Source: an optimization exercise on an open RTL-to-GDS flow (aim: small area, a short achievable clock period and few clock cycles per item). Production flows keep margins and buffers that such runs may drop. Function was not checked in any run shown here: the RTL went through the layout flow alone. No activity file was given, so power comes from the tool's default toggle rates.

## flow/design.v (module list and top-level ports; edited modules follow where they fit)
// module mbsd_decide: 964 lines
// module moving_baseline_spike_detector: 188 lines
module moving_baseline_spike_detector #(
    parameter int WINDOW     = 8,
    parameter int DAY_LENGTH = 1440
) (
    input  logic                             i_clk,
    input  logic                             i_rst_n,
    input  logic                             i_valid,
    output logic                             o_ready,
    input  logic [mbsd_pkg::COUNT_W-1:0]     i_error_count,
    input  logic                             i_start_of_day,
    output logic                             o_valid,
    input  logic                             i_ready,
    output logic                             o_decision_valid,
    output logic                             o_anomaly,
    output logic [mbsd_pkg::MINUTE_W-1:0]    o_minute_index,
    output logic [mbsd_pkg::BASE_W-1:0]      o_baseline_sum,
    output logic [mbsd_pkg::TOTAL_W-1:0]     o_anomaly_total,
    input  logic                             i_cfg_valid,
    output logic                             o_cfg_ready,
    input  logic [mbsd_pkg::CFG_IDX_W-1:0]   i_cfg_index,
    input  logic [mbsd_pkg::CFG_W-1:0]       i_cfg_data
);
  // ...
==> flow/run.sh <==
#!/bin/bash
# synth_recipe.tcl (not shown) runs the flow's synth.tcl, then flattens the netlist and writes it again
# the make line also repeats each setting of config.mk as NAME=value (left out here)
make -C /OpenROAD-flow-scripts/flow DESIGN_CONFIG=/design/flow/config.mk WORK_HOME=/design/flow/orfs CLKGATE_MAP_FILE= SYNTH_SCRIPT=/design/flow/synth_recipe.tcl finish
==> flow/config.mk <==
export PLATFORM = sky130hd
export DESIGN_NAME = moving_baseline_spike_detector
export DESIGN_NICKNAME = moving_baseline_spike_detector
export VERILOG_FILES = /design/flow/design.v
export SDC_FILE = /design/flow/constraint.sdc
export NUM_CORES = 4
export LEC_CHECK = 0
export ABC_CLOCK_PERIOD_IN_PS = 3000
export CAP_MARGIN = 20
export CORE_MARGIN = 2
export CORE_UTILIZATION = 40
export SETUP_SLACK_MARGIN = 5
export SLEW_MARGIN = 20
==> flow/constraint.sdc <==
create_clock -name core_clock -period 10.0 [get_ports {i_clk}]
set_input_delay 2.0000 -clock core_clock [delete_from_list [all_inputs] [get_ports {i_clk}]]
set_output_delay 2.0000 -clock core_clock [all_outputs]
set_load 0.01 [all_outputs]
==> flow_metrics.tcl, run 1 <==
set metrics [dict create \
    cp_slowest_cell "and2_1" \
    cp_slowest_stage_delay_ns 0.84 \
    fp-row-count 87 \
    dieHeight_um 244 \
    synth_fa_ha_area_share_pct 18.7 \
    min_to "r_hist[5][10]" \
    met2_usage_pct 33.7 \
    cts_resized 0 \
    worstHoldPathCells 0 \
    rr_endpoint "r_dc_r1[22]" \
    max_freq_mhz 211 \
    largestRegisters "r_hist x128, r_dc_r0 x36, r_dc_r1 x34" \
    seqPwrFrac_pct 42.1 \
    ctsHoldBuffers 0 \
    maxSlewHeadroom_pct 28.7 \
    crit_top_cell "fa_1" \
    reg2reg_slack_ns 5.26 \
    path_depth 12 \
    layout.area.seq_um2 10400 \
    drv_cap 0 \
    outcome "timing/DRC/antenna clean" \
    path_buf_inv 4 \
    cts_tree "done" \
    gr-total-overflow 0 \
    r2r_cells 12 \
    dpl.cell_count 2896 \
    grt_max_degree 87 \
    portBuffers 84 \
    wl_met3_mm 6.31 \
    combPwrFrac_pct 23.2 \
    inv_count 250 \
    startpoint_type "register" \
    wl_met1_mm 26.7 \
    htree_levels 2 \
    final_util_pct 45.9 \
    crit_required_ns 10.31 \
    ys.flop_type "edfxtp_1" \
    seq-cell-share_pct 40.2 \
    yosys.area_share.simple_pct 10.4 \
    total_leakage_power_nw 10.1 \
]
==> run 2, diff against run 1 <==
==> flow/flow/run.sh (new file) <==
#!/bin/bash
# Standard ORFS layout (the standard.sh), with a larger setup-slack margin for
# timing repair so that repair keeps improving paths below the clock period.
set -euo pipefail
MARGIN=$(cat flow/margin.txt)
sed -e "s/SETUP_SLACK_MARGIN=[0-9.]*/SETUP_SLACK_MARGIN=${MARGIN}/" standard.sh > standard_margin.sh
grep -q "SETUP_SLACK_MARGIN=${MARGIN}" standard_margin.sh
bash standard_margin.sh > make_flow.log 2>&1
==> flow/flow/margin.txt (new file) <==
6.8
==> flow/standard.sh (new file) <==
#!/bin/bash
# synth_recipe.tcl (not shown) runs the flow's synth.tcl, then flattens the netlist and writes it again
# the make line also repeats each setting of config.mk as NAME=value (left out here)
make -C /OpenROAD-flow-scripts/flow DESIGN_CONFIG=/design/flow/config.mk WORK_HOME=/design/flow/orfs CLKGATE_MAP_FILE= SYNTH_SCRIPT=/design/flow/synth_recipe.tcl "${@:-finish}"
removed: flow/run.sh
==> run 2 against run 1 <==
Compared with the run above: clock power shrank 7%; flip-flop and latch count is the same; core utilization grew 6.8 points; register-to-register slack gained 0.90 ns; global-route usage grew 2.1 points; die area is the same; worst setup slack gained 0.90 ns; sequential power is essentially flat; via count grew 8.9%; design area grew 15%; critical path depth is the same; fmax grew 23%; critical endpoint is now r_dc_r1[15].
==> flow_metrics.tcl, run 2 <==
set metrics [dict create \
    drt_pass1_iterations 7 \
    worstHoldPathCells 0 \
    rsz0062_at_grt "yes" \
    ys.flop_type "edfxtp_1" \
    cp_slowest_cell "fa_2" \
    fin_worst_skew_ns 0.0244 \
    synth-seq-cells 373 \
    crit_required_ns 10.29 \
    final_util_pct 52.7 \
    largestRegisters "r_hist x128, r_dc_r0 x36, r_dc_r1 x34" \
    maxSlewHeadroom_pct 53.1 \
    hold_viol_final 0 \
    fin_crit_sh_pct 38.4 \
    largest-register "r_hist" \
    vias 18400 \
    die_area_um2 59300 \
    cts-buffers-inserted 41 \
    synth_top_cell_area_share_pct 38.7 \
    wl_met1_mm 29.1 \
    startpoint_type "register" \
    synthArstFlopShare_pct 0 \
    worstReg2RegStart "r_mult[2]" \
    finalSetupViolCount 0 \
    ctsHoldBuffers 0 \
    grt_pass1_vias 17800 \
    crit_top_cell "fa_2" \
    tightest_slew_ns 0.696 \
    ios 86 \
    portBuffers 84 \
    period_needed_ns 3.84 \
    drt_iter0_drc 2408 \
    rr_endpoint "r_dc_r1[15]" \
    synth_common_cells "296 x edfxtp_1, 238 x nor2_1, 235 x inv_1" \
    dieHeight_um 244 \
    avgSynthCellArea_um2 10.5 \
    yosys.area_share.simple_pct 10.4 \
    worstPathArrival_ns 4.13 \
    min_to "r_hist[1][4]" \
    max_freq_mhz 260 \
    critical_path_class "reg2reg" \
    r2r_cells 12 \
    synth_edf_count 296 \
    synth_top_family_by_area "adder cells" \
    drc 0 \
    core_um2 56600 \
    synthMuxAreaShare_pct 1.01 \
    path_cells "xor2_2, and2_4, buf_12, buf_12, a221oi_4, ha_1, fa_2, inv_2, fa_2, fa_2, inv_2, fa_2" \
    hp-class "reg2reg" \
    wl_met3_mm 7.80 \
    drive_gt1_share_pct 29.7 \
    layout.nets 2664 \
    synth.largest_area_cell "edfxtp_1" \
    syn_nets 2471 \
    syn-cell-area_um2 23000 \
    cts_root_buf "clkbuf_16" \
    wirelength_mm 73.7 \
    synth_most_common_cell "edfxtp_1" \
    cts_tree "done" \
    start_util_pct 40.6 \
    ant_nets 0 \
    powerDensity_nw_per_um2 161 \
    place_congestion 0.898 \
    layout-area-overhead-vs-synth_pct 29.8 \
    cp_max_fo 7 \
    antenna_found_initial 4 \
    total_leakage_power_nw 11.7 \
    routed_via_density 5.80 \
    insertion_delay_ns 0.58 \
    yosysWarnings 2 \
    wl_per_cell_um 23.3 \
    dpl.hpwl_mm 44.5 \
    htree_levels 2 \
    maxUsedRoutingLayer "met4" \
    cts_num_sinks 373 \
    largest_reg_flops 128 \
    slew_violations 0 \
    yosysUniqueCellTypes 62 \
    reg2reg_slack_ns 6.16 \
    synth_fa_ha_area_share_pct 18.7 \
    synth_area_leaders "edfxtp_1 39%, fa_1 13%, dfxtp_1 6.7%" \
    fp-row-count 87 \
    grt_max_degree 69 \
    clk_pin_slew_worst_paths_ns 0.06 \
    cp-end-kind "register" \
    outcome "timing/DRC/antenna clean" \
    drv_cap 0 \
    path_buf_inv 4 \
    grt_usage_pct 24.0 \
    clock_path_buffers 3 \
    grt_pass1_wl_mm 109 \
    cp_slowest_stage_delay_ns 0.55 \
    ys_seq_area_share_pct 45.4 \
    syn-instance-count 2182 \
    synth_xor_area_share_pct 2.10 \
    setup_tns_ns 0 \
    gr-total-overflow 0 \
    die_w_um 244 \
    hp-start "r_hist[0][4]" \
    mostFrequentLayoutCell "edfxtp_1" \
    route.met2.wl_mm 32.8 \
    synth_compound_area_share_pct 15.4 \
    cpLargestDelayFamily "adder cells" \
    ir_drop_mv 0.106 \
    final_cell_mix "296 x edfxtp_1, 223 x nor2_1, 184 x inv_1" \
]
==> run 2: cell counts after synthesis <==
No cell type changed its count.
==> run 2: worst max-delay path by stage <==
stage / slack [ns] / cells past startpoint / startpoint / endpoint
floorplan: 4.39 / 8 / i_ready / r_minute[1]
global placement: 5.18 / 9 / i_ready / r_sum[11]
detailed placement: 5.14 / 9 / i_ready / r_sum[11]
CTS: 6.14 / 14 / r_minute[9] / r_sum[18]
global route: 6.06 / 14 / r_minute[4] / r_sum[18]
finish: 6.16 / 12 / r_mult[2] / r_dc_r1[15]
==> run 2: cell families after synthesis <==
kind of cell               after synthesis
AOI/OAI and AO/OA                      514
xor gates and xnor gates                55
buffers and inverters                  426
muxes                                   21
and+or+nand+nor                        540
DFF                                    373
adders and majority gates              252
other                                    1
==> run 2: stage by stage <==
stage                     hold WS (ns)  cell area [um^2]  setup slack, ns  cells  power, mW
final                            0.412             29800             6.16   3166       4.80
after global routing             0.421             29800             6.06   3163       5.06
after CTS                        0.415             28600             6.14   3097       4.74
after detailed placement         0.405             25000             5.14   2890       3.11
after global placement           0.400             25000             5.18   2890       3.07
after floorplan                  0.400             24000             4.39   2182       2.71
==> run 2: repair_timing <==
action                                  CTS  global route
endpoints found under the setup margin  402           182
setup buffers                           109            57
endpoints found under the hold margin     0             0
pin swaps                                84            86
gates cloned                             23             9
resized for setup                       405           164
==> run 2: power by group <==
| group | total [mW] | internal [mW] | switching, mW |
|---|---|---|---|
| registers | 1.96 | 1.88 | 0.0783 |
| logic | 1.35 | 0.558 | 0.796 |
| clock network | 1.50 | 0.855 | 0.640 |
==> run 2: area by class of cell <==
class                           count  area [um^2]
Antenna cell                        3         7.51
Clock inverter                     25          234
Inverter                          250         1030
Sequential cell                   373        10500
Multi-Input combinational cell   1394        12600
Timing Repair Buffer              312         3340
Tap cell                          756          946
Timing Repair inverter              3         22.5
Clock buffer                       50         1110
Fill cell                        4922        26800
==> run 2: per-layer routing <==
layer,vias up,global-route usage [%]
li1,8098,-
met1,8910,31.9
met2,1059,37.6
met3,289,5.63
met4,0,10.8
met5,-,0

port drivers added, routing unchanged:
The flow's constraints put no driver on any port. The routed layouts listed below were extracted and timed again, unchanged, in two steps. Step 1 assumes that a clkbuf_16 drives the clock port and a buf_2 every other input. Step 2 adds t to the input delays and takes it off the output delays; t is the mean of the earliest and latest rising clock arrival at the registers after step 1. Input paths then give back, and output paths get back, about the clock's delay inside the block. Slacks: ideal / step 1 / step 2; pairs: ideal / step 1.
run | shift t [ns] | setup slack, ns | worst hold slack (ns) | worst setup path after step 2 | cell pins on the clock port's net
run 1 | 0.627 | 5.256 / 5.256 / 5.254 | 0.417 / 0.417 / 0.417 | input to register | 1
run 2 | 0.628 | 6.156 / 6.156 / 6.156 | 0.412 / 0.412 / 0.412 | register to register | 1
After both steps setup and hold are still met in every run listed. For run 1, which loses most, drivers alone change the setup slack by 0.000 ns; drivers and shift together by -0.002 ns.
